Source: an optimization exercise on an open RTL-to-GDS flow (aim: small area, a short achievable clock period and few clock cycles per item). Production flows keep margins and buffers that such runs may drop.
No functional check of the RTL was part of any run shown here.
No activity file was given, so power comes from the tool's default toggle rates.

## flow/run.sh

```bash
#!/bin/bash
# synth_recipe.tcl (not shown) runs the flow's synth.tcl, then flattens the netlist and writes it again
# the make line also repeats each setting of config.mk as NAME=value (left out here)
make -C /OpenROAD-flow-scripts/flow DESIGN_CONFIG=/design/flow/config.mk WORK_HOME=/design/flow/orfs CLKGATE_MAP_FILE= SYNTH_SCRIPT=/design/flow/synth_recipe.tcl finish
```

## flow/config.mk

```make
export PLATFORM = sky130hd
export DESIGN_NAME = bounded_ordered_set
export DESIGN_NICKNAME = bounded_ordered_set
export VERILOG_FILES = /design/flow/design.v
export SDC_FILE = /design/flow/constraint.sdc
export NUM_CORES = 4
export LEC_CHECK = 0
export CAP_MARGIN = 20
export CORE_MARGIN = 2
export CORE_UTILIZATION = 40
export SETUP_SLACK_MARGIN = 2.3
export SLEW_MARGIN = 20
```

## flow/constraint.sdc

```tcl
create_clock -name core_clock -period 4.0 [get_ports {clock}]
set_input_delay 0.8000 -clock core_clock [delete_from_list [all_inputs] [get_ports {clock}]]
set_output_delay 0.8000 -clock core_clock [all_outputs]
set_load 0.01 [all_outputs]
```

## flow/design.v

```verilog
package bos_pkg;
   localparam int CAPACITY = 8;
   localparam int VALUE_W  = 32;
   localparam int RSP_W    = 7;    
   localparam logic [3:0] CAP_LIMIT_RESET = 4'd8;
   typedef logic [VALUE_W-1:0] value_type;
   localparam logic [1:0] OP_INSERT = 2'd0;
   localparam logic [1:0] OP_REMOVE = 2'd1;
   localparam logic [1:0] ST_DONE      = 2'd0;
   localparam logic [1:0] ST_DUPLICATE = 2'd1;
   localparam logic [1:0] ST_FULL      = 2'd2;
   localparam logic [1:0] ST_NOT_FOUND = 2'd3;
endpackage
module bos_cell (
   input  logic               clock,
   input  logic               load,
   input  bos_pkg::value_type value,
   output logic               equal
);
   bos_pkg::value_type entry_ff;
   assign equal = (entry_ff == value);
   always_ff @(posedge clock) begin
      if (load) begin
         entry_ff <= value;
      end
   end
endmodule
module bounded_ordered_set (
   input  logic        clock,
   input  logic        reset,
   input  logic        req_tvalid,
   output logic        req_tready,
   input  logic [31:0] req_tdata,
   input  logic [1:0]  req_tuser,
   output logic        rsp_tvalid,
   input  logic        rsp_tready,
   output logic [7:0]  rsp_tdata,   
   input  logic        csr_we,
   input  logic [3:0]  csr_wdata
);
   localparam int N = bos_pkg::CAPACITY;
   localparam int W = bos_pkg::RSP_W;
   localparam int Q = 3;
   logic [N-1:0]       valid_ff;
   logic [N:0]         count_ff;    
   logic [N:0]         count_now;
   logic [N-1:0]       below_ff;    
   logic               a_valid_ff;
   logic               a_insert_ff;
   logic               a_room_ff;
   logic [N-1:0]       a_match_ff;  
   logic               a_take_ff;   
   logic               a_remove_ff;
   logic               a_hit;
   logic               a_inc;       
   logic               a_dec;       
   logic [1:0]         q_cnt_ff;
   logic [W-1:0]       q_ff [Q];
   logic               rsp_valid_ff;
   logic [1:0]         out_cnt_ff;
   logic               ready_ff;
   logic [N-1:0]       equal;
   logic [N-1:0]       match;
   logic [N-1:0]       free_first;
   logic [3:0]         count;
   logic               room;
   logic               req_fire;
   logic               is_insert;
   logic               is_remove;
   logic               take;
   logic [1:0]         status;
   logic [W-1:0]       rsp_new;
   logic               pop;
   logic [1:0]         q_cnt_in;
   logic [1:0]         out_cnt_in;
   assign req_tready = ready_ff;
   assign req_fire   = req_tvalid && ready_ff;
   for (genvar i = 0; i < N; i++) begin : g_slot
      bos_cell u_cell (
         .clock (clock),
         .load  (!valid_ff[i]),
         .value (req_tdata),
         .equal (equal[i])
      );
   end
   assign match   = equal & valid_ff;
   always_comb begin
      free_first = '0;
      for (int i = N - 1; i >= 0; i--) begin
         if (!valid_ff[i]) begin
            free_first = '0;
            free_first[i] = 1'b1;
         end
      end
   end
   always_comb begin
      count = '0;
      for (int k = 0; k <= N; k++) begin
         count = count | ({4{count_now[k]}} & 4'(k));
      end
   end
   assign room      = |(count_now[N-1:0] & below_ff);
   assign is_insert = (req_tuser == bos_pkg::OP_INSERT);
   assign is_remove = (req_tuser == bos_pkg::OP_REMOVE);
   assign take      = req_fire && is_insert && room;
   always_ff @(posedge clock) begin
      if (reset) begin
         valid_ff <= '0;
      end else begin
         for (int i = 0; i < N; i++) begin
            if (match[i] && ((req_fire && is_remove) || take)) begin
               valid_ff[i] <= 1'b0;
            end else if (take && free_first[i]) begin
               valid_ff[i] <= 1'b1;
            end
         end
      end
   end
   assign a_hit = |a_match_ff;
   assign a_inc = a_take_ff && !a_hit;
   assign a_dec = a_remove_ff && a_hit;
   always_comb begin
      count_now = count_ff;
      if (a_inc) begin
         count_now = {count_ff[N-1:0], 1'b0};
      end else if (a_dec) begin
         count_now = {1'b0, count_ff[N:1]};
      end
   end
   always_ff @(posedge clock) begin
      if (reset) begin
         count_ff <= (N+1)'(1);
         a_take_ff   <= 1'b0;
         a_remove_ff <= 1'b0;
      end else begin
         count_ff    <= count_now;
         a_take_ff   <= take;
         a_remove_ff <= req_fire && is_remove;
      end
   end
   always_ff @(posedge clock) begin
      a_match_ff  <= match;
      a_insert_ff <= is_insert;
      a_room_ff   <= room;
   end
   always_comb begin
      if (a_insert_ff) begin
         status = a_hit ? bos_pkg::ST_DUPLICATE :
                  (a_room_ff ? bos_pkg::ST_DONE : bos_pkg::ST_FULL);
      end else begin
         status = a_hit ? bos_pkg::ST_DONE : bos_pkg::ST_NOT_FOUND;
      end
   end
   assign rsp_new = {count, a_hit, status};
   assign pop      = rsp_tready && rsp_valid_ff;
   assign q_cnt_in = q_cnt_ff + {1'b0, a_valid_ff} - {1'b0, pop};
   always_ff @(posedge clock) begin
      for (int k = 0; k < Q; k++) begin
         if (pop) begin
            if (k + 1 < Q && q_cnt_ff > 2'(k + 1)) begin
               q_ff[k] <= q_ff[(k + 1) % Q];
            end else begin
               q_ff[k] <= rsp_new;
            end
         end else if (q_cnt_ff <= 2'(k)) begin
            q_ff[k] <= rsp_new;
         end
      end
   end
   assign out_cnt_in = out_cnt_ff + {1'b0, req_fire} - {1'b0, pop};
   always_ff @(posedge clock) begin
      if (reset) begin
         a_valid_ff   <= 1'b0;
         for (int k = 0; k < N; k++) begin
            below_ff[k] <= (4'(k) < bos_pkg::CAP_LIMIT_RESET);
         end
         q_cnt_ff     <= '0;
         rsp_valid_ff <= 1'b0;
         out_cnt_ff   <= '0;
         ready_ff     <= 1'b1;
      end else begin
         a_valid_ff <= req_fire;
         if (csr_we) begin
            for (int k = 0; k < N; k++) begin
               below_ff[k] <= (4'(k) < csr_wdata);
            end
         end
         q_cnt_ff     <= q_cnt_in;
         rsp_valid_ff <= (q_cnt_in != 2'd0);
         out_cnt_ff   <= out_cnt_in;
         ready_ff     <= (out_cnt_in < 2'(Q));
      end
   end
   assign rsp_tvalid = rsp_valid_ff;
   assign rsp_tdata  = {1'b0, q_ff[0]};
endmodule
```

==> results_dict.tcl, run 1 <==
set metrics [dict create \
    status "no timing/DRC/antenna violations" \
    yosysWarnings 3 \
    fin_crit_sh_pct 55.2 \
    multiInputGateArea_um2 5230 \
    place_congestion 0.919 \
    grt_pass1_vias 8125 \
    initial_core_util_pct 40.6 \
    clock_latency_ns 0.52 \
    fmax_mhz 453 \
    routed_wl_um 34800 \
    vias_per_cell 5.21 \
    worstReg2RegStart "a_match_ff[6]" \
    cp.depth 6 \
    drv_cap 0 \
    clock_path_buffers 3 \
    synth_area_um2 13600 \
    tightest_slew_ns 0.980 \
    final_nets 1151 \
    cts_inserted_buffers 36 \
    cts_root_buf "clkbuf_16" \
    yosysSeqAreaShare_pct 67.6 \
    maxSlewHeadroom_pct 34.0 \
    rsz0062_at_grt "true" \
    synth_top_area_cell "edfxtp_1" \
    clk_pin_slew_worst_paths_ns 0.06 \
    cp_num_buf_inv 0 \
    syn_inst 933 \
    critPathKind "reg -> reg" \
    fin_skew_ns 0.0178 \
    arrival_ns 2.47 \
    synth_edf_count 277 \
    core-area_um2 33500 \
    ir_drop_mv 0.324 \
    r2r-end "q_ff[0][5]" \
    io_buffers 51 \
    cts_tree "yes" \
    crit_path_end "q_ff[0][5]" \
    synth-seq-cells 321 \
    grt_overflow 0 \
    power.leakage_nw 6.62 \
    setup_viol 0 \
    cp_cell_sequence "or4_4 > o21ai_4 > nand2_4 > o31ai_4 > nand3_2 > mux2_4" \
    post-route-drc-count 0 \
    first_pass_iters 7 \
    detailed_place_hpwl_um 23000 \
    rows 67 \
    fin_area_um2 18000 \
    io_pins 53 \
    slew_violations 0 \
    synth_top_flop_cell "edfxtp_1" \
    grt_usage_pct 19.6 \
    regArea_um2 9220 \
    setup_slack_ns 1.79 \
    crit_path_start "a_match_ff[6]" \
    ant_nets 0 \
    syn-mean-instance-area_um2 14.6 \
    preCtsSetupSlack_ns 0.384 \
    die_height_um 188 \
    drt-initial-drc-count 547 \
    ff2ff_path_depth 6 \
    synth.most_common_cell "edfxtp_1" \
    netlist_top_cells_area "edfxtp_1 61%, xnor2_1 11%, dfxtp_1 6.5%" \
    dieArea_um2 35500 \
    drive_above_1_share_pct 33.2 \
    cp_max_fo 8 \
    cpPeakStageDelay_ns 0.59 \
    cp-start-kind "flop" \
    vias 8233 \
    crit_family "simple AND/OR/NAND/NOR gates" \
    cts_max_level 2 \
    fp.dieW_um 188 \
    fillers 2774 \
    async_flop_share_pct 0 \
    rrSetupSlack_ns 1.79 \
    required_ns 4.26 \
    grt_max_degree 34 \
    holdBufCountCts 0 \
    hold_viol_final 0 \
    grt_pass1_wl_um 52000 \
    min_path_type "in -> reg" \
    period_minus_slack_ns 2.21 \
    synth_common_cells "277 x edfxtp_1, 169 x xnor2_1, 92 x xor2_1" \
    slowest_stage "or4_4" \
    synth_cell_types 58 \
    areaGrowthSynthToFinish_pct 32.1 \
    synth_top_cell_area_share_pct 61.2 \
    tns_ns 0 \
    whs_ns 0.461 \
    antenna_found_initial 0 \
    cp-end-kind "flop" \
    cts_sinks 321 \
    finalPower_mw 8.45 \
    dpl-instance-area_um2 15300 \
    antennaDiodeCount 0 \
    cellPowerDensity_nw_per_um2 470 \
    syn_nets 980 \
    wire_per_inst_um 22.1 \
]
how the worst min path moves through the flow:
| stage | slack [ns] | startpoint | depth (start not counted) | end |
|---|---|---|---|---|
| after floorplan | 0.43 | valid_ff[2] | 2 | a_match_ff[2] |
| after global routing | 0.45 | req_tdata[26] | 1 | g_slot[3].u_cell.entry_ff[26] |
| after detailed placement | 0.47 | valid_ff[2] | 2 | a_match_ff[2] |
| final | 0.46 | req_tdata[26] | 1 | g_slot[3].u_cell.entry_ff[26] |
| after CTS | 0.45 | req_tdata[26] | 1 | g_slot[3].u_cell.entry_ff[26] |
| after global placement | 0.47 | valid_ff[2] | 2 | a_match_ff[2] |
worst reg2reg max path, cell delays in order, from the launching register on:
cell     delay (ns)
dfxtp_2        0.32
or4_4          0.59
o21ai_4        0.23
nand2_4        0.13
o31ai_4        0.27
nand3_2        0.15
mux2_4         0.28
report_power, final:
part | switching, mW | internal (mW)
sequential | 0.153 | 3.95
clock | 1.30 | 1.90
combinational | 0.584 | 0.571
total | 2.03 | 6.41
what timing repair did:
item / CTS / global route
gates resized for setup: 369 / 80
gates cloned: 0 / 1
pin swaps: 65 / 47
buffers inserted: 36 / 34
setup endpoints to repair: 108 / 82
per-stage QoR:
step,std cells,utilization (%)
6_report,1579,53.6
5_1_grt,1579,53.6
4_1_cts,1544,51.6
3_5_place_dp,1443,45.5
3_3_place_gp,1443,45.5
2_1_floorplan,933,-
per-layer routing:
metal / track usage, % / share of wire (%) / up-vias
li1: - / - / 3788
met1: 26.9 / 44 / 4163
met2: 32.9 / 49 / 240
met3: 2.74 / 4.8 / 42
met4: 5.29 / 2.1 / 0
met5: 0 / 0 / -
cells in the final DEF, fill, tap and decap left out, drive strengths merged, types with 3 or more instances in the layout:
master         instances
a21oi                 11
a22oi                  5
a311oi                 6
a31oi                  5
buf                  163
clkbuf                57
clkdlybuf4s50          6
clkinv                11
dfxtp                 44
edfxtp               277
ha                     4
inv                   22
mux2                  13
mux2i                  4
nand2                 21
nand3                 23
nand4                 50
nor2                  26
nor2b                  3
nor3                  13
nor4                  39
o211ai                 3
o21ai                 15
o221ai                 3
o22a                   3
or2                    3
or4                    6
xnor2                169
xor2                  92
area by class of cell:
cell class	instances	area share, %
flip-flops and latches	321	51.3
well taps	448	3.12
multi-input cells	545	29.1
inverters	24	0.641
clock inverters	13	0.690
clock buffers	52	5.64
repair buffers	176	9.47
sequential cells by signal, indices dropped and copies added (netlist names), 2 cells and up:
register and count:
valid_ff 8, a_match_ff 8, g_slot.u_cell.entry_ff 256, count_ff 9, q_cnt_ff 2, out_cnt_ff 2
q_ff 21, below_ff 8
kinds of logic (layout without fill, tap and decap cells):
| family | Yosys count | count (layout) | synth area share, % |
|---|---|---|---|
| buffers and inverters | 67 | 265 | 2.01 |
| other | 1 | 1 | 0.0276 |
| muxes | 17 | 17 | 1.37 |
| adders and majority gates | 4 | 4 | 0.368 |
| DFF | 321 | 321 | 67.6 |
| xor gates and xnor gates | 261 | 261 | 16.8 |
| AOI/OAI and AO/OA | 64 | 64 | 3.45 |
| and+or+nand+nor | 198 | 198 | 8.32 |
==> run 2: changes to the inputs <==
--- a/flow/config.mk
+++ b/flow/config.mk
@@ -7,6 +7,7 @@
 export LEC_CHECK = 0
 export CAP_MARGIN = 20
 export CORE_MARGIN = 2
-export CORE_UTILIZATION = 40
+export CORE_UTILIZATION = 60
+export CTS_BUF_LIST = sky130_fd_sc_hd__clkbuf_8 sky130_fd_sc_hd__clkbuf_16
 export SETUP_SLACK_MARGIN = 2.3
 export SLEW_MARGIN = 20
==> run 2 against run 1 <==
Compared with the run above:
- fmax decreased by 1.0%
- worst hold slack improved by 0.026 ns
- synthesized area unchanged
- highest routed layer unchanged
- sequential cell count unchanged
- clock-buffer cell count decreased by 10
==> results_dict.tcl, run 2 <==
set metrics [dict create \
    status "no timing/DRC/antenna violations" \
    initial_core_util_pct 60.6 \
    clock_path_buffers 3 \
    drt-met1-wl_um 14600 \
    drt-initial-drc-count 794 \
    grt_max_degree 35 \
    routed_wl_um 36400 \
    grt_usage_pct 30.5 \
    drive_above_1_share_pct 35.7 \
    synth_cell_types 58 \
    top_layer_used "met4" \
    clk_pin_slew_worst_paths_ns 0.06 \
    dieArea_um2 23900 \
    synth.most_common_cell "edfxtp_1" \
    slew_violations 0 \
    period_minus_slack_ns 2.23 \
    clock_latency_ns 0.51 \
    synth_top_cell_area_share_pct 61.2 \
    rrSetupSlack_ns 1.78 \
    arrival_ns 2.62 \
    cellPowerDensity_nw_per_um2 469 \
    cpPeakStageDelay_ns 0.59 \
    yosysSeqAreaShare_pct 67.6 \
    setup_viol 0 \
    wire_per_inst_um 25.6 \
    fin_skew_ns 0.0184 \
    layout_commonest_cell "edfxtp_1" \
    max_flop_register "g_slot.u_cell.entry_ff" \
    dpl-instance-area_um2 15100 \
    antennaDiodeCount 0 \
    detailed_place_hpwl_um 23400 \
    place_congestion 0.945 \
    ff2ff_path_depth 6 \
    fin_area_um2 17900 \
    synth_edf_count 277 \
    dr_wl_met3_um 2200 \
    top_regs "g_slot.u_cell.entry_ff x256, q_ff x21, count_ff x9" \
    vias_per_cell 6.07 \
    syn_inst 933 \
    drv_cap 0 \
    tns_ns 0 \
    wl_met2_um 17900 \
    cp-start-kind "input pin" \
    die_height_um 155 \
    cp_cell_sequence "buf_4 > xor2_1 > or4_1 > nor4_4 > o2111ai_2 > a32o_2" \
    finalPower_mw 8.38 \
    grt_overflow 0 \
    cts_inserted_buffers 34 \
    synth_area_um2 13600 \
    synth_top_area_cell "edfxtp_1" \
    fmax_mhz 449 \
    syn_nets 980 \
    cts_root_buf "clkbuf_16" \
    holdBufCountCts 0 \
    first_pass_iters 7 \
    cp-end-kind "flop" \
    tightest_slew_ns 0.902 \
    ant_nets 0 \
    hold_viol_final 0 \
    grt_pass1_wl_um 53100 \
    final_nets 1159 \
    slowest_stage "or4_1" \
    synth_common_cells "277 x edfxtp_1, 169 x xnor2_1, 92 x xor2_1" \
    post-route-drc-count 0 \
    hold_path_depth 2 \
    cts_sinks 321 \
    min_path_type "reg -> reg" \
    rsz0062_at_grt "true" \
    largest_reg_flops 256 \
    antenna_found_initial 0 \
    cts_max_level 2 \
    yosysWarnings 3 \
    final_util_pct 79.7 \
    async_flop_share_pct 0 \
    io_pins 53 \
    areaGrowthSynthToFinish_pct 31.5 \
    io_buffers 51 \
    fillers 1239 \
    core-area_um2 22400 \
    ir_drop_mv 0.459 \
    critPathKind "in -> reg" \
    fin_crit_sh_pct 55.7 \
    cp_max_fo 10 \
    power.leakage_nw 6.74 \
    rows 55 \
    fp.dieW_um 155 \
    synth-seq-cells 321 \
    vias 8636 \
    netlist_top_cells_area "edfxtp_1 61%, xnor2_1 11%, dfxtp_1 6.5%" \
    maxSlewHeadroom_pct 39.2 \
    layout_common_cells "277 x edfxtp_1, 118 x xnor2_1, 94 x buf_4" \
    synth_top_flop_cell "edfxtp_1" \
    grt_pass1_vias 8527 \
    syn-mean-instance-area_um2 14.6 \
    cts_tree "yes" \
    required_ns 4.40 \
]
==> run 2: worst max-delay path: cells and delay by family <==
family | cells | cell delay [ns]
xor+xnor | 1 | 0.20
simple gates | 2 | 0.96
compound gates | 2 | 0.48
buf+inv | 1 | 0.17
==> run 2: power by group <==
group,switching (mW),leakage (nW),internal (mW)
logic,0.620,2.86,0.562
clock network,1.24,0.590,1.86
registers,0.157,3.29,3.94
total,2.02,6.74,6.36
==> run 2: kinds of logic after synthesis <==
| group | share of synthesized area [%] |
|---|---|
| flip-flops | 67.6 |
| multiplexers | 1.37 |
| buffers and inverters | 2.01 |
| AND/OR/NAND/NOR | 8.32 |
| adder cells (fa/ha/maj) | 0.368 |
| AO/OA/AOI/OAI | 3.45 |
| XOR/XNOR | 16.8 |
| other | 0.0276 |
==> run 2: worst paths after layout <==
path | startpoint | end
max | req_tdata[16] | valid_ff[1]
max reg2reg | a_match_ff[2] | q_ff[1][5]
min reg2reg | count_ff[0] | count_ff[0]
min | count_ff[0] | count_ff[0]
==> run 2: final cells by class <==
class	instances	area (um2)	area share, %
clock buffer	42	1020	5.69
multi-input combinational	545	5320	29.8
tap	285	357	1.99
inverter	24	109	0.609
sequential	321	9210	51.5
clock inverter	19	104	0.581
timing repair buffer	186	1760	9.85
==> run 2: per-layer routing <==
metal / global-route usage [%] / vias up
li1: - / 3799
met2: 51.1 / 355
met5: 0 / -
met1: 41.0 / 4376
met4: 11.0 / 0
met3: 4.74 / 106
==> run 2: timing repair <==
action | 4_1_cts | 5_1_grt
buffers inserted | 51 | 24
resized for setup | 394 | 72
pin swaps | 72 | 53
setup endpoints to repair | 77 | 62
==> run 2: metrics by stage <==
stage               cells  worst slack, ns  hold WS [ns]
CTS                  1398             1.70         0.485
global placement     1286            0.391         0.470
floorplan             933             1.61         0.433
detailed placement   1286            0.383         0.480
finish               1422             1.77         0.486
global route         1422             1.73         0.493
==> run 3: changes to the inputs <==
--- a/flow/design.v
+++ b/flow/design.v
@@ -44,6 +44,14 @@
    logic [N-1:0]       valid_ff;
    logic [N:0]         count_ff;    
    logic [N:0]         count_now;
+   logic [N:0]         count_inc;
+   logic [N:0]         count_dec;
+   logic               room_same;
+   logic               room_inc;
+   logic               room_dec;
+   logic [3:0]         bin_same;
+   logic [3:0]         bin_inc;
+   logic [3:0]         bin_dec;
    logic [N-1:0]       below_ff;    
    logic               a_valid_ff;
    logic               a_insert_ff;
@@ -93,13 +101,6 @@
          end
       end
    end
-   always_comb begin
-      count = '0;
-      for (int k = 0; k <= N; k++) begin
-         count = count | ({4{count_now[k]}} & 4'(k));
-      end
-   end
-   assign room      = |(count_now[N-1:0] & below_ff);
    assign is_insert = (req_tuser == bos_pkg::OP_INSERT);
    assign is_remove = (req_tuser == bos_pkg::OP_REMOVE);
    assign take      = req_fire && is_insert && room;
@@ -119,12 +120,34 @@
    assign a_hit = |a_match_ff;
    assign a_inc = a_take_ff && !a_hit;
    assign a_dec = a_remove_ff && a_hit;
-   always_comb begin
-      count_now = count_ff;
+   assign count_inc = {count_ff[N-1:0], 1'b0};
+   assign count_dec = {1'b0, count_ff[N:1]};
+   assign room_same = |(count_ff[N-1:0]  & below_ff);
+   assign room_inc  = |(count_inc[N-1:0] & below_ff);
+   assign room_dec  = |(count_dec[N-1:0] & below_ff);
+   always_comb begin
+      bin_same = '0;
+      bin_inc  = '0;
+      bin_dec  = '0;
+      for (int k = 0; k <= N; k++) begin
+         bin_same = bin_same | ({4{count_ff[k]}}  & 4'(k));
+         bin_inc  = bin_inc  | ({4{count_inc[k]}} & 4'(k));
+         bin_dec  = bin_dec  | ({4{count_dec[k]}} & 4'(k));
+      end
+   end
+   always_comb begin
       if (a_inc) begin
-         count_now = {count_ff[N-1:0], 1'b0};
+         count_now = count_inc;
+         room      = room_inc;
+         count     = bin_inc;
       end else if (a_dec) begin
-         count_now = {1'b0, count_ff[N:1]};
+         count_now = count_dec;
+         room      = room_dec;
+         count     = bin_dec;
+      end else begin
+         count_now = count_ff;
+         room      = room_same;
+         count     = bin_same;
       end
    end
    always_ff @(posedge clock) begin
--- a/flow/config.mk
+++ b/flow/config.mk
@@ -7,7 +7,6 @@
 export LEC_CHECK = 0
 export CAP_MARGIN = 20
 export CORE_MARGIN = 2
-export CORE_UTILIZATION = 60
-export CTS_BUF_LIST = sky130_fd_sc_hd__clkbuf_8 sky130_fd_sc_hd__clkbuf_16
-export SETUP_SLACK_MARGIN = 2.3
+export CORE_UTILIZATION = 40
+export SETUP_SLACK_MARGIN = 2.2
 export SLEW_MARGIN = 20
==> run 3 against run 2 <==
Compared with the run above:
- final cell count increased by 10%
- clock-buffer cell count up 9
- routed wire length is 5.7% lower
- worst hold slack got worse by 0.026 ns
- die area rose by 46%
- first-iteration DRC count down 22%
- setup slack better by 0.16 ns
- utilization is 26 points lower
- combinational power is 13% lower
- sequential power barely moved
- largest power group unchanged
- still clean
- design area fell by 1.4%
- clock power increased by 6%
==> results_dict.tcl, run 3 <==
set metrics [dict create \
    core-area_um2 32700 \
    preCtsSetupSlack_ns 0.260 \
    fin_skew_ns 0.0204 \
    synth_common_cells "277 x edfxtp_1, 142 x xor2_1, 119 x xnor2_1" \
    hold_path_depth 2 \
    p_sw_mw 2.00 \
    syn_inst 916 \
    vias_per_cell 5.13 \
    cts_tree "yes" \
    first_pass_iters 5 \
    regArea_um2 9210 \
    critPathKind "reg -> reg" \
    antenna_found_initial 0 \
    synth_top_cell_area_share_pct 62.3 \
    top_regs "g_slot.u_cell.entry_ff x256, q_ff x21, count_ff x9" \
    cp.depth 7 \
    power.share.sequential_pct 48.5 \
    layout_commonest_cell "edfxtp_1" \
    syn_nets 963 \
    vias 8035 \
    initial_core_util_pct 40.9 \
    grt_pass1_vias 7882 \
    slew_violations 0 \
    antennaDiodeCount 0 \
    combPwrFrac_pct 12.3 \
    synth_top_flop_cell "edfxtp_1" \
    cts_sinks 321 \
    yosysSeqAreaShare_pct 68.9 \
    clk_pin_slew_worst_paths_ns 0.06 \
    die_height_um 187 \
    ir_drop_mv 0.306 \
    fmax_mhz 482 \
    grt_pass1_wl_um 51200 \
    cpPeakStageDelay_ns 0.61 \
    drt-initial-drc-count 618 \
    io_pins 53 \
    cts_inserted_buffers 36 \
    fillers 2687 \
    cts_max_level 2 \
    clockPowerShare_pct 39.2 \
    post-route-drc-count 0 \
    whs_ns 0.460 \
    crit_family "compound AO/OA/AOI/OAI gates" \
    power.leakage_nw 6.58 \
    async_flop_share_pct 0 \
    final_nets 1143 \
    areaGrowthSynthToFinish_pct 31.9 \
    place_congestion 0.824 \
    largest_reg_flops 256 \
    required_ns 4.39 \
    netlist_top_cells_area "edfxtp_1 62%, xor2_1 9.3%, xnor2_1 7.8%" \
    ant_nets 0 \
    internal_power_mw 6.39 \
    cp_num_buf_inv 1 \
    swShare_pct 23.8 \
    drive_above_1_share_pct 31.7 \
    max_flop_register "g_slot.u_cell.entry_ff" \
    syn-mean-instance-area_um2 14.6 \
    fin_crit_sh_pct 51.8 \
    multiInputGateArea_um2 4780 \
    maxSlewHeadroom_pct 37.3 \
    cp_cell_sequence "nor4_4 > buf_6 > a21bo_4 > mux2i_4 > a311oi_4 > nand2b_1 > a21oi_1" \
    slowest_stage "a311oi_4" \
    hold_viol_final 0 \
    synth_area_um2 13400 \
    clock_latency_ns 0.52 \
    min_path_type "in -> reg" \
    rsz0062_at_grt "true" \
    grt_overflow 0 \
    cts_root_buf "clkbuf_16" \
    io_buffers 51 \
    final_util_pct 53.9 \
    arrival_ns 2.46 \
    cp-start-kind "flop" \
    rows 66 \
    setup_viol 0 \
    dieArea_um2 34900 \
    grt_max_degree 33 \
    cp_max_fo 8 \
    layout_common_cells "277 x edfxtp_1, 136 x xor2_1, 90 x buf_4" \
    detailed_place_hpwl_um 21700 \
    holdBufCountCts 0 \
    synth-seq-cells 321 \
    grt_usage_pct 19.6 \
    cellPowerDensity_nw_per_um2 475 \
    synth_top_area_cell "edfxtp_1" \
    tns_ns 0 \
    synth_edf_count 277 \
    period_minus_slack_ns 2.07 \
    tightest_slew_ns 0.931 \
    ff2ff_path_depth 7 \
    routed_wl_um 34300 \
    wire_per_inst_um 21.9 \
    status "no timing/DRC/antenna violations" \
    cp-end-kind "flop" \
    synth_cell_types 48 \
    synth.most_common_cell "edfxtp_1" \
    fp.dieW_um 187 \
    finalPower_mw 8.38 \
    yosysWarnings 3 \
    drv_cap 0 \
    setup_slack_ns 1.93 \
    clock_path_buffers 3 \
]
==> run 3: cell count changes in the layout (fill, tap and decap cells not counted), sizes merged, moves of 7 or more <==
| cell | before | now |
|---|---|---|
| xnor2 | 169 | 119 |
| a22oi | 5 | 13 |
| inv | 32 | 24 |
| nand2 | 21 | 32 |
| nand4 | 50 | 37 |
| xor2 | 92 | 142 |
| mux2 | 13 | 0 |
| clkbuf | 45 | 52 |
==> run 3: kinds of logic (layout without fill, tap and decap cells) <==
logic type | count (synthesis) | in the layout | share of synthesized area [%]
fa+ha+maj | 4 | 4 | 0.375
flops | 321 | 321 | 68.9
simple gates | 181 | 182 | 7.23
compound gates | 73 | 73 | 4.04
buf+inv | 72 | 278 | 2.12
xor+xnor | 261 | 261 | 17.1
other cells | 1 | 1 | 0.0281
mux | 3 | 3 | 0.253
==> run 3: cell type report <==
type	count	area share [%]
Tap cell	442	3.14
Clock buffer	51	5.95
Inverter	25	0.618
Clock inverter	14	0.788
Timing Repair inverter	1	0.0284
Timing Repair Buffer	187	10.1
Sequential cell	321	52.3
Multi-Input combinational cell	524	27.1
==> run 3: timing repair <==
item,in CTS,in global routing
pin swaps,78,35
gates resized for setup,375,46
hold endpoints to repair,0,0
gates cloned,2,0
setup buffers,66,16
endpoints found under the setup margin,85,44
==> run 3: per-layer routing <==
| layer | routed length, um | track usage [%] | up-vias |
|---|---|---|---|
| met5 | 0 | 0 | - |
| met2 | 16600 | 32.2 | 212 |
| li1 | - | - | 3703 |
| met1 | 15100 | 26.9 | 4067 |
| met3 | 1670 | 3.05 | 53 |
| met4 | 896 | 5.80 | 0 |
==> run 3: path summary, 6_finish.rpt <==
check	startpoint	to	slack, ns
worst max-delay path	a_match_ff[0]	valid_ff[3]	1.93
worst min-delay path	req_tuser[1]	a_insert_ff	0.46
worst max register to register	a_match_ff[0]	valid_ff[3]	1.93
worst min register to register	below_ff[3]	below_ff[3]	0.51
==> run 3: per-stage QoR <==
| step | area (um2) | instances |
|---|---|---|
| after global routing | 17600 | 1565 |
| after CTS | 17300 | 1549 |
| after detailed placement | 15000 | 1416 |
| after global placement | 15000 | 1416 |
| final | 17600 | 1565 |
| after floorplan | 14200 | 916 |
==> run 3: power by group through the flow <==
stage	clock network, mW	registers (mW)	logic, mW
after global placement	0	4.12	0.856
after floorplan	0	4.12	0.557
final	3.29	4.07	1.03
after detailed placement	0	4.13	0.866
after CTS	3.34	4.06	0.986
after global routing	3.47	4.10	1.11
==> run 4: changes to the inputs <==
--- a/flow/config.mk
+++ b/flow/config.mk
@@ -5,6 +5,7 @@
 export SDC_FILE = /design/flow/constraint.sdc
 export NUM_CORES = 4
 export LEC_CHECK = 0
+export ABC_AREA = 1
 export CAP_MARGIN = 20
 export CORE_MARGIN = 2
 export CORE_UTILIZATION = 40
==> run 4 against run 3 <==
Compared with the run above:
- still clean on timing, DRC and antenna
- sequential power about the same
- worst hold slack gained 0.041 ns
- power rose by 6.3%
- fmax up 13%
- global-route usage up 7.5 points
- die area grew 15%
- register-to-register slack improved by 0.33 ns
- routed wire length rose by 62%
- sequential share of layout area is 5.2 points lower
- clock-buffer cell count decreased by 1
- combinational power increased by 21%
- via count rose by 57%
- critical endpoint is now rsp_tdata[0]
==> results_dict.tcl, run 4 <==
set metrics [dict create \
    post-route-drc-count 0 \
    cts_max_level 2 \
    grt_use_met3_pct 5.49 \
    dpl-instance-area_um2 16900 \
    cp_cell_sequence "buf_2" \
    cpPeakStageDelay_ns 0.35 \
    r2r-end "q_ff[0][5]" \
    largest_reg_flops 256 \
    grt_max_degree 37 \
    final_nets 1850 \
    syn_inst 1613 \
    instances_no_fill 2344 \
    grt_usage_pct 27.1 \
    arrival_ns 1.04 \
    fin_skew_ns 0.0143 \
    layout_commonest_cell "nand2_1" \
    areaGrowthSynthToFinish_pct 26.6 \
    crit_family "flip-flops" \
    dieArea_um2 40200 \
    setup_viol 0 \
    fmax_mhz 544 \
    synth.most_common_cell "nand2_1" \
    vias 12600 \
    min_to "below_ff[7]" \
    place_congestion 0.963 \
    synth_edf_count 277 \
    syn_nets 1660 \
    io_pins 53 \
    die_height_um 200 \
    drt-initial-drc-count 1344 \
    dp_cells 2191 \
    cp_num_buf_inv 1 \
    cp-start-kind "flop" \
    antennaDiodeCount 0 \
    synth_area_um2 15400 \
    tns_ns 0 \
    ff2ff_path_depth 10 \
    busiest_layer "met2" \
    slowest_stage "edfxtp_1" \
    critPathKind "reg -> out" \
    ir_drop_mv 0.292 \
    min_path_type "reg -> reg" \
    grt_pass1_vias 12000 \
    slew_violations 0 \
    core-area_um2 37800 \
    rrSetupSlack_ns 2.26 \
    detailed_place_hpwl_um 37000 \
    grt_overflow 0 \
    min_from "below_ff[7]" \
    synth_cell_types 46 \
    clock_path_buffers 3 \
    maxSlewHeadroom_pct 40.8 \
    clock_latency_ns 0.55 \
    clk_pin_slew_worst_paths_ns 0.06 \
    first_pass_iters 5 \
    layout_common_cells "446 x nand2_1, 277 x edfxtp_1, 157 x nor2_1" \
    required_ns 3.20 \
    status "no timing/DRC/antenna violations" \
    syn-mean-instance-area_um2 9.57 \
    async_flop_share_pct 0 \
    cp-end-kind "output port" \
    hold_path_depth 2 \
    drive_above_1_share_pct 21.8 \
    rsz0062_at_grt "true" \
    initial_core_util_pct 40.8 \
    fin_area_um2 19500 \
    io_buffers 51 \
    cts_tree "yes" \
    netlist_top_cells_area "edfxtp_1 54%, nand2_1 11%, dfxtp_1 5.7%" \
    routed_wl_um 55700 \
    power.leakage_nw 8.17 \
    fin_crit_sh_pct 46.0 \
    worstReg2RegStart "a_match_ff[1]" \
    antenna_found_initial 2 \
    fp.dieW_um 200 \
    rows 71 \
    top_regs "g_slot.u_cell.entry_ff x256, q_ff x21, count_ff x9" \
    synth_top_area_cell "edfxtp_1" \
    max_flop_register "g_slot.u_cell.entry_ff" \
    cellPowerDensity_nw_per_um2 456 \
    cp.depth 1 \
    cts_root_buf "clkbuf_16" \
    cts_inserted_buffers 38 \
    synth_top_cell_area_share_pct 53.9 \
    synth_top_flop_cell "edfxtp_1" \
    synth-seq-cells 321 \
    ant_nets 0 \
    grt_pass1_wl_um 79400 \
    hold_viol_final 0 \
    yosysSeqAreaShare_pct 59.6 \
    wire_per_inst_um 23.8 \
    synth_common_cells "460 x nand2_1, 277 x edfxtp_1, 178 x nor2_1" \
    drv_cap 0 \
    use_met1_pct 35.7 \
    yosysWarnings 3 \
    period_minus_slack_ns 1.84 \
    cp_max_fo 1 \
    cts_sinks 321 \
    use_met2_pct 43.8 \
    vias_per_cell 5.39 \
    tightest_slew_ns 0.878 \
]
-- run 4: cell count changes in the layout (fill, tap and decap cells not counted), moves of 32 or more --
cell | previous run | this run
nand2_1 | 31 | 446
or2_2 | 0 | 37
xnor2_1 | 85 | 53
nor2_1 | 24 | 157
nand4_1 | 37 | 71
xor2_1 | 136 | 25
inv_1 | 21 | 144
-- run 4: power breakdown --
group,total [mW],internal [mW],switching [mW]
Sequential,4.06,3.92,0.133
Clock,3.60,2.18,1.43
Combinational,1.25,0.478,0.770
Total,8.91,6.58,2.33
-- run 4: logic make-up after synthesis --
kind of cell | synth area share [%]
AO/OA/AOI/OAI | 4.10
adder cells (fa/ha/maj) | 0.324
AND/OR/NAND/NOR | 24.9
other | 0.0243
flip-flops | 59.6
XOR/XNOR | 5.33
buffers and inverters | 5.72
-- run 4: area by class of cell --
type                            instances  area, um2
Fill cell                            3489      18300
Sequential cell                       321       9200
Multi-Input combinational cell       1073       5810
Timing Repair Buffer                  187       1800
Clock buffer                           50       1120
Inverter                              181        786
Tap cell                              511        639
Clock inverter                         20        180
Timing Repair inverter                  1       5.00
-- run 4: worst max-delay path by stage --
| stage | from | to |
|---|---|---|
| after detailed placement | req_tdata[25] | valid_ff[1] |
| after global routing | q_ff[0][2] | rsp_tdata[2] |
| after CTS | q_ff[0][1] | rsp_tdata[1] |
| after global placement | req_tdata[25] | valid_ff[1] |
| after floorplan | rsp_tready | ready_ff |
| final | q_ff[0][0] | rsp_tdata[0] |
-- run 4: metrics by stage --
stage,setup WS [ns],hold WS [ns],utilization [%],power (mW)
detailed placement,0.874,0.495,44.6,5.20
finish,2.16,0.501,51.6,8.91
global placement,0.822,0.477,44.6,5.19
floorplan,2.14,0.458,-,4.72
global route,2.10,0.544,51.6,9.21
CTS,2.13,0.504,50.6,8.90
-- run 4: per-layer routing --
layer / up-vias / wire length (um)
met5: - / 0
met4: 0 / 2560
met3: 124 / 4550
met2: 630 / 25500
met1: 6099 / 23100
li1: 5786 / -
-- run 4: timing repair --
| item | 4_1_cts | 5_1_grt |
|---|---|---|
| pin swaps | 18 | 31 |
| setup buffers | 62 | 16 |
| hold buffers | 0 | 0 |
| gates cloned | 2 | 3 |
| hold endpoints to repair | 0 | 0 |
| resized for setup | 233 | 106 |
| setup endpoints to repair | 58 | 59 |
==> run 5: changes to the inputs <==
--- a/flow/config.mk
+++ b/flow/config.mk
@@ -9,5 +9,5 @@
 export CAP_MARGIN = 20
 export CORE_MARGIN = 2
 export CORE_UTILIZATION = 40
-export SETUP_SLACK_MARGIN = 2.2
+export SETUP_SLACK_MARGIN = 2.4
 export SLEW_MARGIN = 20
==> run 5 against run 4 <==
Compared with the run above:
- highest routed layer unchanged
- still clean
- synthesized cell count stayed put
- via count is 2.2% higher
- fmax is 2.1% lower
- largest cell class unchanged
- synthesized area stayed put
- critical endpoint is now rsp_tdata[2]
- final cell count is 2.0% higher
- clock skew is 0.00080 ns lower
==> results_dict.tcl, run 5 <==
set metrics [dict create \
    async_flop_share_pct 0 \
    hold_path_depth 2 \
    fin_crit_sh_pct 47.0 \
    synth_cell_types 46 \
    max_flop_register "g_slot.u_cell.entry_ff" \
    tightest_slew_ns 0.714 \
    cellPowerDensity_nw_per_um2 440 \
    grt_usage_pct 30.9 \
    rsz0062_at_grt "true" \
    synth_top_flop_cell "edfxtp_1" \
    vias_per_cell 5.40 \
    vias 12900 \
    slowest_stage "edfxtp_1" \
    fin_area_um2 20800 \
    antenna_found_initial 0 \
    cp_max_fo 1 \
    synth_top_cell_area_share_pct 53.9 \
    status "no timing/DRC/antenna violations" \
    antennaDiodeCount 0 \
    grt_use_met3_pct 5.47 \
    io_buffers 51 \
    fin_skew_ns 0.0135 \
    wire_per_inst_um 26.2 \
    min_from "below_ff[3]" \
    cp_num_buf_inv 1 \
    areaGrowthSynthToFinish_pct 34.8 \
    detailed_place_hpwl_um 42800 \
    synth_top_area_cell "edfxtp_1" \
    p_sw_mw 2.46 \
    hold_viol_final 0 \
    dpl-instance-area_um2 17300 \
    clock_path_buffers 3 \
    synth_area_um2 15400 \
    synth-simple-area-share_pct 24.9 \
    use_met1_pct 41.3 \
    ant_nets 0 \
    r2r-end "valid_ff[3]" \
    cp-end-kind "output port" \
    fillers 3372 \
    power.share.sequential_pct 44.7 \
    synth_adder_area_share_pct 0.324 \
    ff2ff_path_depth 11 \
    top_regs "g_slot.u_cell.entry_ff x256, q_ff x21, count_ff x9" \
    cts_max_level 2 \
    power.leakage_nw 8.66 \
    busiest_layer "met2" \
    cp_cell_sequence "buf_2" \
    largest_reg_flops 256 \
    internal_power_mw 6.69 \
    swShare_pct 26.9 \
    cts_root_buf "clkbuf_16" \
    initial_core_util_pct 40.8 \
    core-area_um2 37800 \
    crit_family "flip-flops" \
    holdBufCountCts 0 \
    maxSlewHeadroom_pct 52.1 \
    rrSetupSlack_ns 2.29 \
    synth_xor_area_share_pct 5.33 \
    fmax_mhz 532 \
    dieArea_um2 40200 \
    yosysWarnings 3 \
    fp.dieW_um 200 \
    drt-initial-drc-count 1440 \
    io_pins 53 \
    cpPeakStageDelay_ns 0.37 \
    syn-mean-instance-area_um2 9.57 \
    layout_commonest_cell "nand2_1" \
    tns_ns 0 \
    place_congestion 0.972 \
    synth-seq-cells 321 \
    routed_wl_um 62600 \
    period_minus_slack_ns 1.88 \
    clock_latency_ns 0.56 \
    final_nets 1899 \
    cp-start-kind "flop" \
    layout_common_cells "417 x nand2_1, 277 x edfxtp_1, 140 x nor2_1" \
    synth.most_common_cell "nand2_1" \
    arrival_ns 1.08 \
    rows 71 \
    slew_violations 0 \
    cts_inserted_buffers 38 \
    setup_viol 0 \
    netlist_top_cells_area "edfxtp_1 54%, nand2_1 11%, dfxtp_1 5.7%" \
    worstReg2RegStart "a_match_ff[1]" \
    syn_nets 1660 \
    synth_common_cells "460 x nand2_1, 277 x edfxtp_1, 178 x nor2_1" \
    critPathKind "reg -> out" \
    grt_pass1_vias 12300 \
    cp.depth 1 \
    ir_drop_mv 0.300 \
    combPwrFrac_pct 16.0 \
    synth_edf_count 277 \
    min_path_type "reg -> reg" \
    die_height_um 200 \
    grt_max_degree 35 \
    drive_above_1_share_pct 29.9 \
    cts_tree "yes" \
    clockPowerShare_pct 39.3 \
    first_pass_iters 7 \
    drv_cap 0 \
    required_ns 3.20 \
    syn_inst 1613 \
    yosysSeqAreaShare_pct 59.6 \
    synth_compound_area_share_pct 4.10 \
    synth_top_family_by_area "simple AND/OR/NAND/NOR gates" \
    min_to "below_ff[3]" \
    grt_pass1_wl_um 88000 \
    cts_sinks 321 \
    clk_pin_slew_worst_paths_ns 0.06 \
    use_met2_pct 49.8 \
    post-route-drc-count 0 \
    grt_overflow 0 \
    yosys-mux-area-fraction_pct 0 \
]
-- run 5: cell counts after synthesis --
No cell type changed its count.
-- run 5: power groups by stage --
| stage | registers, mW | clock network, mW | logic, mW |
|---|---|---|---|
| after global placement | 4.13 | 0 | 1.17 |
| final | 4.09 | 3.60 | 1.46 |
| after floorplan | 4.12 | 0 | 0.689 |
| after detailed placement | 4.14 | 0 | 1.18 |
| after global routing | 4.12 | 3.77 | 1.56 |
| after CTS | 4.08 | 3.64 | 1.36 |
-- run 5: cells by family (layout without fill, tap and decap cells) --
family	count (synthesis)	count (layout)
fa+ha+maj	4	4
compound gates	104	104
other cells	1	1
xor+xnor	94	94
flops	321	321
buf+inv	219	487
simple gates	870	870
-- run 5: cell type report --
| class | count | area [um2] | area share, % |
|---|---|---|---|
| Sequential cell | 321 | 9220 | 44.3 |
| Timing Repair Buffer | 233 | 2280 | 11.0 |
| Tap cell | 511 | 639 | 3.07 |
| Clock buffer | 52 | 1020 | 4.93 |
| Inverter | 181 | 845 | 4.06 |
| Multi-Input combinational cell | 1073 | 6540 | 31.4 |
| Clock inverter | 17 | 233 | 1.12 |
| Timing Repair inverter | 4 | 23.8 | 0.114 |
-- run 5: worst max-delay path by stage --
stage	startpoint	to
2_1_floorplan	rsp_tready	ready_ff
3_3_place_gp	req_tdata[21]	valid_ff[5]
3_5_place_dp	req_tdata[30]	valid_ff[1]
4_1_cts	q_ff[0][1]	rsp_tdata[1]
5_1_grt	q_ff[0][1]	rsp_tdata[1]
6_report	q_ff[0][2]	rsp_tdata[2]
-- run 5: routing by layer --
layer | share of wire (%) | vias to the layer above
met1 | 40 | 6274
met5 | 0 | -
met2 | 47 | 616
met4 | 4.5 | 0
met3 | 8.6 | 120
li1 | - | 5902
-- run 5: through the flow --
| stage | util [%] | hold slack (ns) | total power [mW] | std cells | setup WS, ns |
|---|---|---|---|---|---|
| detailed placement | 45.6 | 0.482 | 5.32 | 2194 | 0.740 |
| global route | 55.0 | 0.505 | 9.44 | 2392 | 2.09 |
| global placement | 45.6 | 0.481 | 5.31 | 2194 | 0.762 |
| finish | 55.0 | 0.490 | 9.15 | 2392 | 2.12 |
| floorplan | - | 0.458 | 4.80 | 1613 | 2.14 |
| CTS | 53.3 | 0.491 | 9.08 | 2362 | 2.10 |
-- run 5: timing repair --
item,CTS,global route
hold endpoints to repair,0,0
resized for setup,419,103
setup buffers,94,30
setup endpoints to repair,170,70
cloned,5,0
pin swaps,75,82

## separate check: timing with driven ports
The flow's constraints put no driver on any port. The routed layouts listed below were extracted and timed again, unchanged, in two steps.
Step 1, drivers: a clkbuf_16 drives clock and a buf_2 each remaining input, both assumed.
Step 2 times the ports against the registers' clock, not the clock port: input delays grow and output delays shrink by t, the midpoint of the rising clock arrivals with the driver on.
Slacks: ideal / step 1 / step 2; pairs: ideal / step 1.
run | t (ns) | setup slack, ns | worst setup path at the end | latest minus earliest clock arrival (ns) | pins driven straight from the clock port
run 1 | 0.562 | 1.793 / 1.793 / 1.302 | input to register | 0.020 / 0.021 | 1
run 2 | 0.551 | 1.771 / 1.784 / 1.247 | input to register | 0.018 / 0.018 | 1
run 3 | 0.561 | 1.926 / 1.926 / 1.411 | input to register | 0.023 / 0.023 | 1
run 4 | 0.598 | 2.161 / 2.106 / 1.641 | input to register | 0.014 / 0.014 | 1
run 5 | 0.605 | 2.121 / 2.070 / 1.715 | input to register | 0.015 / 0.015 | 1
After both steps every run listed still meets setup and hold. The setup slack of run 2, which loses most, moves by +0.013 ns with the drivers and by -0.524 ns with both steps.
